Source: an optimization exercise on an open RTL-to-GDS flow (aim: small area, a short achievable clock period and few clock cycles per item). Production flows keep margins and buffers that such runs may drop. For this run, only the layout was checked, not whether the RTL still works. Power is estimated from default activity; no workload was simulated.

==> flow/run.sh <==
#!/bin/bash
# synth_recipe.tcl (not shown) runs the flow's synth.tcl, then flattens the netlist and writes it again
# the make line also repeats each setting of config.mk as NAME=value (left out here)
make -C /OpenROAD-flow-scripts/flow DESIGN_CONFIG=/design/flow/config.mk WORK_HOME=/design/flow/orfs CLKGATE_MAP_FILE= SYNTH_SCRIPT=/design/flow/synth_recipe.tcl finish
==> flow/config.mk <==
export PLATFORM = sky130hd
export DESIGN_NAME = solar_load_shift_decision
export DESIGN_NICKNAME = solar_load_shift_decision
export VERILOG_FILES = /design/flow/design.v
export SDC_FILE = /design/flow/constraint.sdc
export NUM_CORES = 4
export LEC_CHECK = 0
export CAP_MARGIN = 20
export CORE_MARGIN = 2
export CORE_UTILIZATION = 55
export SETUP_SLACK_MARGIN = 4.0
export SLEW_MARGIN = 20
export SYNTH_MEMORY_MAX_BITS = 8192
==> flow/constraint.sdc <==
create_clock -name core_clock -period 7.5 [get_ports {clk}]
set_input_delay 1.5000 -clock core_clock [delete_from_list [all_inputs] [get_ports {clk}]]
set_output_delay 1.5000 -clock core_clock [all_outputs]
set_load 0.01 [all_outputs]
==> flow/design.v <==
package slsd_pkg;
	localparam int LOAD_W  = 20;
	localparam int SOLAR_W = 19;
	localparam int DELTA_W = 20;
	localparam int HOUR_W  = 5;
	localparam int DEV_W   = 8;
	localparam int EST_W   = 7;
	localparam int HISTORY_DEPTH_DEF = 360;
	localparam int RING_TAPS_DEF     = 8;
	localparam int CFG_IDX_W  = 2;
	localparam int CFG_DATA_W = 19;
	localparam logic [CFG_IDX_W-1:0] REG_CHEAP_START     = 2'd0;
	localparam logic [CFG_IDX_W-1:0] REG_CHEAP_END       = 2'd1;
	localparam logic [CFG_IDX_W-1:0] REG_SOLAR_THRESHOLD = 2'd2;
	localparam logic [CFG_IDX_W-1:0] REG_MAX_DEVICES     = 2'd3;
	localparam logic [HOUR_W-1:0]  CHEAP_START_RST = 5'd22;
	localparam logic [HOUR_W-1:0]  CHEAP_END_RST   = 5'd6;
	localparam logic [SOLAR_W-1:0] THRESHOLD_RST   = 19'd8000;
	localparam logic [DEV_W-1:0]   MAX_DEVICES_RST = 8'd10;
	localparam logic [HOUR_W-1:0]  LAST_HOUR       = 5'd23;
	localparam logic [DELTA_W-1:0] DELTA_SAT = 20'd1000000;
	localparam int                 MIN_FILL  = 6;
	localparam logic [EST_W-1:0] EST_BASE_HI   = 7'd55;
	localparam logic [EST_W-1:0] EST_BASE_LO   = 7'd15;
	localparam logic [EST_W-1:0] EST_FEW_ADD   = 7'd25;
	localparam logic [EST_W-1:0] EST_RISE_ADD  = 7'd35;
	localparam logic [EST_W-1:0] EST_STRONG    = 7'd10;
	localparam logic [EST_W-1:0] EST_CAP       = 7'd98;
	localparam logic [EST_W-1:0] EST_SHIFT_MIN = 7'd65;
	localparam int DIV_IN_W = SOLAR_W - 5;
	localparam int DIV_BY   = 75;
endpackage
module slsd_ring #(
	parameter int DEPTH = slsd_pkg::HISTORY_DEPTH_DEF,
	parameter int WIDTH = slsd_pkg::DELTA_W,
	parameter int TAPS  = slsd_pkg::RING_TAPS_DEF
) (
	input  logic                    clk,
	input  logic                    wr,
	input  logic [$clog2(TAPS)-1:0] tap,
	input  logic [WIDTH-1:0]        wdata,
	output logic [WIDTH-1:0]        rdata
);
	localparam int M     = DEPTH / TAPS;
	localparam int TAP_W = $clog2(TAPS);
	logic [DEPTH*WIDTH-1:0] q;
	for (genvar i = 0; i < DEPTH; i++) begin : g_ent
		localparam int PREV = (i + DEPTH - 1) % DEPTH;
		if ((i % M) == 0) begin : g_tap
			always_ff @(posedge clk) begin
				if (wr && tap == TAP_W'(i / M))
					q[i*WIDTH +: WIDTH] <= wdata;
				else
					q[i*WIDTH +: WIDTH] <= q[PREV*WIDTH +: WIDTH];
			end
		end else begin : g_pass
			always_ff @(posedge clk) begin
				q[i*WIDTH +: WIDTH] <= q[PREV*WIDTH +: WIDTH];
			end
		end
	end
	always_comb begin
		rdata = q[(DEPTH-1)*WIDTH +: WIDTH];
		for (int k = 1; k < TAPS; k++)
			if (tap == TAP_W'(k)) rdata = q[(k*M-1)*WIDTH +: WIDTH];
	end
endmodule
module slsd_decide (
	input  logic                          above,
	input  logic                          boost,
	input  logic                          cheap,
	input  logic                          surplus,
	input  logic                          few,
	input  logic                          sum_low,
	input  logic                          rising_cmp,
	input  logic [slsd_pkg::DEV_W-1:0]    quot,
	input  logic [slsd_pkg::DEV_W-1:0]    max_devices,
	output logic                          run_loads,
	output logic [slsd_pkg::DEV_W-1:0]    plug_count,
	output logic [slsd_pkg::EST_W-1:0]    est
);
	logic                        rising;
	logic [slsd_pkg::EST_W-1:0]  est_sum;
	logic [slsd_pkg::DEV_W-1:0]  devs_min;
	assign rising = few || rising_cmp;
	always_comb begin
		est_sum = above ? slsd_pkg::EST_BASE_HI : slsd_pkg::EST_BASE_LO;
		if (few) begin
			if (above) est_sum = est_sum + slsd_pkg::EST_FEW_ADD;
		end else if (sum_low) begin
			if (above) est_sum = est_sum + slsd_pkg::EST_RISE_ADD;
		end else if (rising) begin
			est_sum = est_sum + slsd_pkg::EST_RISE_ADD;
		end
		if (boost) est_sum = est_sum + slsd_pkg::EST_STRONG;
		est = (est_sum > slsd_pkg::EST_CAP) ? slsd_pkg::EST_CAP : est_sum;
	end
	assign run_loads = cheap && surplus && above && rising && (est >= slsd_pkg::EST_SHIFT_MIN);
	assign devs_min   = (quot == '0) ? slsd_pkg::DEV_W'(1) : quot;
	assign plug_count = !run_loads ? '0 : (devs_min > max_devices) ? max_devices : devs_min;
endmodule
module solar_load_shift_decision #(
	parameter int HISTORY_DEPTH = slsd_pkg::HISTORY_DEPTH_DEF,
	parameter int RING_TAPS     = slsd_pkg::RING_TAPS_DEF
) (
	input  logic                            clk,
	input  logic                            arst_n,
	input  logic                            wr_en,
	input  logic [slsd_pkg::CFG_IDX_W-1:0]  wr_index,
	input  logic [slsd_pkg::CFG_DATA_W-1:0] wr_data,
	input  logic                            sample_valid,
	output logic                            sample_ready,
	input  logic [slsd_pkg::LOAD_W-1:0]     sample_load_power,
	input  logic [slsd_pkg::SOLAR_W-1:0]    sample_solar_power,
	input  logic [slsd_pkg::DELTA_W-1:0]    sample_solar_energy_delta,
	input  logic [slsd_pkg::HOUR_W-1:0]     sample_hour,
	output logic                            result_valid,
	input  logic                            result_ready,
	output logic                            result_run_loads,
	output logic [slsd_pkg::DEV_W-1:0]      result_plug_count,
	output logic [slsd_pkg::EST_W-1:0]      result_solar_estimate
);
	localparam int M      = HISTORY_DEPTH / RING_TAPS;
	localparam int PH_W   = $clog2(M);
	localparam int TAP_W  = $clog2(RING_TAPS);
	localparam int FILL_W = $clog2(HISTORY_DEPTH + 1);
	localparam int SUM_W  = slsd_pkg::DELTA_W + FILL_W;
	localparam int PROD_W = slsd_pkg::DELTA_W + FILL_W;
	localparam int CMP_W  = PROD_W + 3;
	localparam int RES_W  = 1 + slsd_pkg::DEV_W + slsd_pkg::EST_W;
	localparam int DIV_W  = slsd_pkg::DIV_IN_W;
	logic [slsd_pkg::HOUR_W-1:0]  cheap_start_q;
	logic [slsd_pkg::HOUR_W-1:0]  cheap_end_q;
	logic [slsd_pkg::SOLAR_W-1:0] threshold_q;
	logic [slsd_pkg::DEV_W-1:0]   max_devices_q;
	always_ff @(posedge clk or negedge arst_n) begin
		if (!arst_n) begin
			cheap_start_q <= slsd_pkg::CHEAP_START_RST;
			cheap_end_q   <= slsd_pkg::CHEAP_END_RST;
			threshold_q   <= slsd_pkg::THRESHOLD_RST;
			max_devices_q <= slsd_pkg::MAX_DEVICES_RST;
		end else if (wr_en) begin
			case (wr_index)
				slsd_pkg::REG_CHEAP_START:     cheap_start_q <= wr_data[slsd_pkg::HOUR_W-1:0];
				slsd_pkg::REG_CHEAP_END:       cheap_end_q   <= wr_data[slsd_pkg::HOUR_W-1:0];
				slsd_pkg::REG_SOLAR_THRESHOLD: threshold_q   <= wr_data[slsd_pkg::SOLAR_W-1:0];
				slsd_pkg::REG_MAX_DEVICES:     max_devices_q <= wr_data[slsd_pkg::DEV_W-1:0];
				default: ;
			endcase
		end
	end
	logic             ready_q;
	logic             v1_q, v2_q, v3_q;
	logic             out_v_q, skid_v_q;
	logic [PH_W-1:0]  ph_q;
	logic [TAP_W-1:0] tap_q;
	logic [FILL_W-1:0] fill_q;
	logic             adv;
	logic             accept;
	logic             deliver;
	logic             push;
	logic             full;
	logic             out_v_n, skid_v_n;
	logic [PH_W-1:0]  ph_n;
	logic [TAP_W-1:0] tap_n;
	assign adv     = !skid_v_q;
	assign accept  = sample_valid && ready_q;
	assign deliver = out_v_q && result_ready;
	assign push    = v3_q && adv;
	assign full    = (fill_q == FILL_W'(HISTORY_DEPTH));
	always_comb begin
		if (accept) begin
			ph_n  = ph_q;
			tap_n = tap_q;
		end else if (ph_q == PH_W'(M - 1)) begin
			ph_n  = '0;
			tap_n = (tap_q == TAP_W'(RING_TAPS - 1)) ? '0 : tap_q + 1'b1;
		end else begin
			ph_n  = ph_q + 1'b1;
			tap_n = tap_q;
		end
		if (out_v_q && !deliver) begin
			out_v_n  = 1'b1;
			skid_v_n = skid_v_q || push;
		end else begin
			out_v_n  = skid_v_q || push;
			skid_v_n = 1'b0;
		end
	end
	always_ff @(posedge clk or negedge arst_n) begin
		if (!arst_n) begin
			ready_q  <= 1'b0;
			v1_q     <= 1'b0;
			v2_q     <= 1'b0;
			v3_q     <= 1'b0;
			out_v_q  <= 1'b0;
			skid_v_q <= 1'b0;
			ph_q     <= '0;
			tap_q    <= '0;
			fill_q   <= '0;
		end else begin
			ready_q  <= (ph_n == '0) && !skid_v_n;
			if (adv) begin
				v1_q <= accept;
				v2_q <= v1_q;
				v3_q <= v2_q;
			end
			out_v_q  <= out_v_n;
			skid_v_q <= skid_v_n;
			ph_q     <= ph_n;
			tap_q    <= tap_n;
			if (accept && !full) fill_q <= fill_q + 1'b1;
		end
	end
	assign sample_ready = ready_q;
	logic [slsd_pkg::DELTA_W-1:0] dsat0;
	logic [slsd_pkg::DELTA_W-1:0] ring_old;
	logic                         surplus0;
	logic [slsd_pkg::SOLAR_W-1:0] diff0;
	logic                         above0;
	logic                         boost0;
	logic                         cheap0;
	assign dsat0    = (sample_solar_energy_delta > slsd_pkg::DELTA_SAT) ? slsd_pkg::DELTA_SAT :
		sample_solar_energy_delta;
	assign surplus0 = slsd_pkg::LOAD_W'(sample_solar_power) > sample_load_power;
	assign diff0    = slsd_pkg::SOLAR_W'(slsd_pkg::LOAD_W'(sample_solar_power) - sample_load_power);
	assign above0   = sample_solar_power >= threshold_q;
	assign boost0   = {sample_solar_power, 1'b0} >
		((slsd_pkg::SOLAR_W + 2)'(threshold_q) << 1) + (slsd_pkg::SOLAR_W + 2)'(threshold_q);
	always_comb begin
		if (sample_hour > slsd_pkg::LAST_HOUR || cheap_start_q > slsd_pkg::LAST_HOUR ||
			cheap_end_q > slsd_pkg::LAST_HOUR) begin
			cheap0 = 1'b0;
		end else if (cheap_start_q == cheap_end_q) begin
			cheap0 = 1'b1;
		end else if (cheap_start_q < cheap_end_q) begin
			cheap0 = (sample_hour >= cheap_start_q) && (sample_hour < cheap_end_q);
		end else begin
			cheap0 = (sample_hour >= cheap_start_q) || (sample_hour < cheap_end_q);
		end
	end
	slsd_ring #(
		.DEPTH (HISTORY_DEPTH),
		.WIDTH (slsd_pkg::DELTA_W),
		.TAPS  (RING_TAPS)
	) u_ring (
		.clk   (clk),
		.wr    (accept),
		.tap   (tap_q),
		.wdata (dsat0),
		.rdata (ring_old)
	);
	logic [slsd_pkg::DELTA_W-1:0] delta1;
	logic [slsd_pkg::DELTA_W-1:0] old1;
	logic                         full1;
	logic [FILL_W-1:0]            fill1;
	logic [DIV_W-1:0]             divin1;
	logic                         above1, boost1, cheap1, surplus1;
	always_ff @(posedge clk) begin
		if (accept) begin
			delta1   <= dsat0;
			old1     <= ring_old;
			full1    <= full;
			fill1    <= fill_q;
			divin1   <= diff0[slsd_pkg::SOLAR_W-1:5];
			above1   <= above0;
			boost1   <= boost0;
			cheap1   <= cheap0;
			surplus1 <= surplus0;
		end
	end
	logic [SUM_W-1:0] sum_q;
	always_ff @(posedge clk or negedge arst_n) begin
		if (!arst_n) begin
			sum_q <= '0;
		end else if (adv && v1_q) begin
			sum_q <= sum_q + SUM_W'(delta1) - (full1 ? SUM_W'(old1) : '0);
		end
	end
	localparam int FLO_W = 5;
	localparam int FHI_W = FILL_W - FLO_W;
	localparam int PLO_W = slsd_pkg::DELTA_W + FLO_W;
	localparam int PHI_W = slsd_pkg::DELTA_W + FHI_W;
	logic [PLO_W-1:0] plo1;
	logic [PHI_W-1:0] phi1;
	logic [11:0]      rem1;
	logic [2:0]       q1;
	assign plo1 = PLO_W'(delta1) * PLO_W'(fill1[FLO_W-1:0]);
	assign phi1 = PHI_W'(delta1) * PHI_W'(fill1[FILL_W-1:FLO_W]);
	always_comb begin
		logic [DIV_W-1:0] r;
		r = divin1;
		for (int i = 7; i >= 5; i--) begin
			if (r >= DIV_W'(slsd_pkg::DIV_BY << i)) begin
				r        = r - DIV_W'(slsd_pkg::DIV_BY << i);
				q1[i-5]  = 1'b1;
			end else begin
				q1[i-5]  = 1'b0;
			end
		end
		rem1 = 12'(r);    
	end
	logic [PLO_W-1:0] plo2;
	logic [PHI_W-1:0] phi2;
	logic [SUM_W-1:0] sum2;
	logic             few2, sum_low2;
	logic [11:0]      rem2;
	logic [2:0]       q2;
	logic             above2, boost2, cheap2, surplus2;
	always_ff @(posedge clk) begin
		if (adv) begin
			plo2     <= plo1;
			phi2     <= phi1;
			sum2     <= sum_q;
			few2     <= fill1 < FILL_W'(slsd_pkg::MIN_FILL);
			sum_low2 <= sum_q <= SUM_W'(fill1);
			rem2     <= rem1;
			q2       <= q1;
			above2   <= above1;
			boost2   <= boost1;
			cheap2   <= cheap1;
			surplus2 <= surplus1;
		end
	end
	localparam int Y_W = CMP_W + 1;
	logic [Y_W-1:0] y2;
	logic [8:0]       rem2n;
	logic [5:0]       q2n;
	assign y2 = (Y_W'(sum2) << 2) + (Y_W'(sum2) << 1)
		- Y_W'(plo2) - (Y_W'(plo2) << 2)
		- (Y_W'(phi2) << FLO_W) - (Y_W'(phi2) << (FLO_W + 2));
	always_comb begin
		logic [11:0] r;
		r = rem2;
		q2n[5:3] = q2;
		for (int i = 4; i >= 2; i--) begin
			if (r >= 12'(slsd_pkg::DIV_BY << i)) begin
				r          = r - 12'(slsd_pkg::DIV_BY << i);
				q2n[i-2]   = 1'b1;
			end else begin
				q2n[i-2]   = 1'b0;
			end
		end
		rem2n = 9'(r);    
	end
	logic                       rise3, few3, sum_low3;
	logic [8:0]                 rem3;
	logic [5:0]                 q3;
	logic [slsd_pkg::DEV_W-1:0] quot3;
	logic                       above3, boost3, cheap3, surplus3;
	always_ff @(posedge clk) begin
		if (adv) begin
			rise3    <= y2[Y_W-1];
			few3     <= few2;
			sum_low3 <= sum_low2;
			rem3     <= rem2n;
			q3       <= q2n;
			above3   <= above2;
			boost3   <= boost2;
			cheap3   <= cheap2;
			surplus3 <= surplus2;
		end
	end
	always_comb begin
		logic [8:0] r;
		r = rem3;
		quot3[7:2] = q3;
		for (int i = 1; i >= 0; i--) begin
			if (r >= 9'(slsd_pkg::DIV_BY << i)) begin
				r        = r - 9'(slsd_pkg::DIV_BY << i);
				quot3[i] = 1'b1;
			end else begin
				quot3[i] = 1'b0;
			end
		end
	end
	logic [RES_W-1:0] res3;
	slsd_decide u_decide (
		.above       (above3),
		.boost       (boost3),
		.cheap       (cheap3),
		.surplus     (surplus3),
		.few         (few3),
		.sum_low     (sum_low3),
		.rising_cmp  (rise3),
		.quot        (quot3),
		.max_devices (max_devices_q),
		.run_loads   (res3[RES_W-1]),
		.plug_count  (res3[slsd_pkg::EST_W +: slsd_pkg::DEV_W]),
		.est         (res3[slsd_pkg::EST_W-1:0])
	);
	logic [RES_W-1:0] out_q, skid_q;
	always_ff @(posedge clk) begin
		if (!out_v_q || deliver)
			out_q <= skid_v_q ? skid_q : res3;
		if (adv)
			skid_q <= res3;
	end
	assign result_valid          = out_v_q;
	assign result_run_loads      = out_q[RES_W-1];
	assign result_plug_count     = out_q[slsd_pkg::EST_W +: slsd_pkg::DEV_W];
	assign result_solar_estimate = out_q[slsd_pkg::EST_W-1:0];
endmodule
==> results by group <==
Drt
  – Iteration count of the initial detailed-routing pass: 5
  – Initial drt markers: 3390
  – Via count: 71800
  – Routed WL: 283000 um
  – DR vias/cell: 4.47
  – DRC: 0
  – Antenna-violating nets left: 0
  – WL/cell: 17.6 um

Synthesis
  – Synth cell types: 113
  – Commonest cells post-synth: 7216 x dfxtp_1, 429 x inv_1, 405 x nand2_1
  – Post-synth EDFFs: 205
  – Sequential-to-total area share from yosys stat: 87.9%
  – Synth Register Bits: 7511
  – Cell area after synthesis: 174000 um2
  – Yosys top cell by area: dfxtp_1
  – YS warnings: 3
  – Syn avg cell area: 16.6 um2
  – Most frequent cell after synthesis: dfxtp_1
  – Synth top area share: 83.0%
  – Syn nets: 11100
  – Ys async rst share: 1.20%
  – Post-Synthesis Cells: 10500
  – Primary FF master, synth: dfxtp_1
  – Synth top area cells: dfxtp_1 83%, edfxtp_1 3.5%, fa_1 2.4%, ha_1 2.0%, dfrtp_1 1.1%

Clock network
  – Cts bufs inserted: 651
  – Clock Path Buffers: 4
  – Skew-Pair Late Insertion Delay: 1020 ps
  – CTS tree: yes
  – Clk pin slew, worst setup/hold paths: 70 ps
  – Root buffer cell: clkbuf_16
  – Sink Count: 7511
  – H-tree depth: 6
  – # hold bufs at CTS: 0

Global route
  – Number of global-route vias before repair: 74600
  – Initial antenna violation count: 27
  – Largest net degree at the start of global routing: 64
  – First-pass GRT wire length: 434000 um
  – Total global-route track usage: 17.7%
  – Total grt overflow: 0

Worst setup path
  – CP max stage delay: 560 ps
  – Crit Path Category: reg2reg
  – Critical Path Fanout Max: 10
  – Reg2reg path depth: 17
  – CP dominant cell by count: fa_1
  – Worst EP arrival: 5380 ps
  – Reg-to-Reg End: plo2[23]
  – Critical path launch point type: register
  – Worst setup EP type: register
  – Flop2flop setup slack: 2890 ps
  – Worst Path Required: 8270 ps
  – Crit-path slowest cell: fa_1
  – CP Cell Sequence: buf_12 > nand2_1 > fa_1 > inv_2 > fa_1 > fa_1 > ha_4 > nand2_2 > o211a_4 > or4b_4 > a31oi_4 > a21o_1 > a21oi_4 > o21ai_2 > a31oi_2 > o21ai_1 > xor2_1
  – R2r startpoint: fill1[4]

Die
  – Die Span Y: 566 um
  – Die Width: 566 um
  – Core ar.: 315000 um2
  – Die Area: 321000 um2
  – IO Count: 108
  – FP Rows: 206
  – Initial core utilization: 55.2%

STA
  – Rel. slew slack: 36.0%
  – FMAX: 217 MHz
  – Final setup fails: 0
  – TNS Setup: 0 ps
  – Hold slack: 279 ps
  – Crit share post-route: 61.4%
  – Final Hold Vio Count: 0
  – Worst Tran Pin Value: 960 ps
  – Worst clock skew: 80.7 ps
  – Slew Viols, Final: 0
  – Time the worst path needs with I/O delays and setup: 4610 ps
  – RSZ-0062 raised after global routing: yes

Power and ir drop
  – Max VDD drop: 0.294 mV
  – Switching share of power: 24.6%
  – Seq pwr share: 47.4%
  – Lkg Pwr: 0.0848 uW
  – Clock Power Share: 37.9%
  – Logic pwr share: 14.7%
  – Int Power: 66900 uW
  – Pwr dens: 430 nW/um2
  – Net Sw Power: 21800 uW

Hold path
  – Worst hold path endpoint: u_ring.q[1834]
  – Worst min-delay path startpoint: u_ring.q[1814]
  – Worst Hold Class: reg2reg
  – Hold path depth: 0

Cells and area
  – Nets: 11900
  – Design Area, Final: 206000 um2
  – Area Growth Syn to Fin: 18.6%
  – Layout cells sized above 1: 14.3%

Place
  – Placed Area: 180000 um2
  – I/O Buffers: 107
  – Global placement routability congestion: 0.853
  – HPWL Detailed: 176000 um

Status
  – Status: no timing/DRC/antenna violations

Job
  – Max-cap violations: 0
power groups by stage:
stage / Combinational (uW) / Sequential [uW] / Clock, uW
global route: 14800 / 42100 / 36100
finish: 13000 / 42000 / 33600
detailed placement: 11100 / 42900 / 0
global placement: 10900 / 42900 / 0
CTS: 12500 / 42000 / 34400
floorplan: 8290 / 42400 / 0
what timing repair did:
item / in CTS / in global routing
setup endpoints to repair: 232 / 118
gates resized for setup: 252 / 172
pin swaps: 131 / 103
gates cloned: 4 / 1
setup buffers: 141 / 60
state kept, by name, summed over array words and instances (netlist names), 9 cells and up:
signal	flops
delta1	20
divin1	14
fill1	9
fill_q	9
old1	20
out_q	16
phi2	24
plo2	25
rem2	12
rem3	9
skid_q	16
sum2	29
sum_q	29
threshold_q	19
u_ring.q	7200
worst max path at each step:
stage | startpoint | to
2_1_floorplan | fill1[2] | plo2[23]
5_1_grt | fill1[4] | plo2[23]
3_3_place_gp | fill1[4] | plo2[24]
6_report | fill1[4] | plo2[23]
3_5_place_dp | sample_solar_energy_delta[19] | u_ring.q[2705]
4_1_cts | fill1[4] | plo2[23]
worst max-delay path, delay by kind of cell (launching register included):
| kind | cells | cell delay, ps |
|---|---|---|
| simple gates | 3 | 700 |
| xor+xnor | 1 | 80 |
| flops | 1 | 370 |
| buf+inv | 2 | 190 |
| compound gates | 7 | 1140 |
| fa+ha+maj | 4 | 1870 |
per-layer routing:
layer	vias up	wire, um	share of wire [%]	GRT usage, %
met4	0	10000	3.5	6.84
li1	35300	-	-	-
met3	571	10400	3.7	2.86
met5	-	0	0	0
met1	34700	136000	48	24.6
met2	1214	127000	45	27.9
area by class of cell:
| class | instances | area (um2) |
|---|---|---|
| Clock inverter | 208 | 2890 |
| Antenna cell | 14 | 35.0 |
| Fill cell | 21800 | 109000 |
| Multi-Input combinational cell | 2416 | 20900 |
| Clock buffer | 957 | 19400 |
| Sequential cell | 7511 | 153000 |
| Inverter | 432 | 1640 |
| Timing Repair Buffer | 349 | 3280 |
| Tap cell | 4160 | 5200 |
placed cells by master, fill, tap and decap left out, drive strengths merged, types with 54 or more instances in the layout:
cell type	count
inv	468
fa	206
mux2	69
o21ai	280
buf	242
a21oi	164
clkbuf	957
dfxtp	7216
nand2	406
clkdlybuf4s50	102
dfrtp	77
nor2	229
ha	273
a211oi	54
edfxtp	205
and2	61
clkinv	118
xnor2	77
cells by family after synthesis:
family	count (synthesis)	share of synthesized area [%]
AND/OR/NAND/NOR	978	2.64
flip-flops	7511	87.9
AO/OA/AOI/OAI	747	2.73
buffers and inverters	565	1.24
multiplexers	97	0.614
XOR/XNOR	111	0.559
adder cells (fa/ha/maj)	480	4.34
through the flow:
| stage | utilization (%) | cells | power, uW | setup slack, ps |
|---|---|---|---|---|
| floorplan | - | 10500 | 50700 | 3150 |
| global placement | 57.3 | 14700 | 53900 | 2070 |
| detailed placement | 57.3 | 14700 | 54000 | 2070 |
| CTS | 65.1 | 16000 | 89000 | 2840 |
| global route | 65.5 | 16000 | 93000 | 2710 |
| finish | 65.5 | 16000 | 88700 | 2890 |

==> port drivers added, routing unchanged <==
No port has a modelled driver above. Below, the same layout with a new extraction and two added sets of constraints. Step 1: set_driving_cell puts a clkbuf_16 on clk and a buf_2 on each other input, an assumption about the parent block. Step 2 moves the port delays by t, midway between the first and last clock arrival at a register: inputs arrive t later, outputs are due t later. That takes back most of the time a late clock gives input paths. a / b / c = no drivers / after step 1 / after step 2; a / b = the first two.
t (ns): 1.075
slack for setup (ns): 2.892 / 2.892 / 2.892
worst setup path at the end: register to register
latest minus earliest clock arrival (ns): 0.085 / 0.085
After both steps setup and hold are still met in this run. The setup slack of this run moves by 0.000 ns with the drivers and by 0.000 ns with both steps.
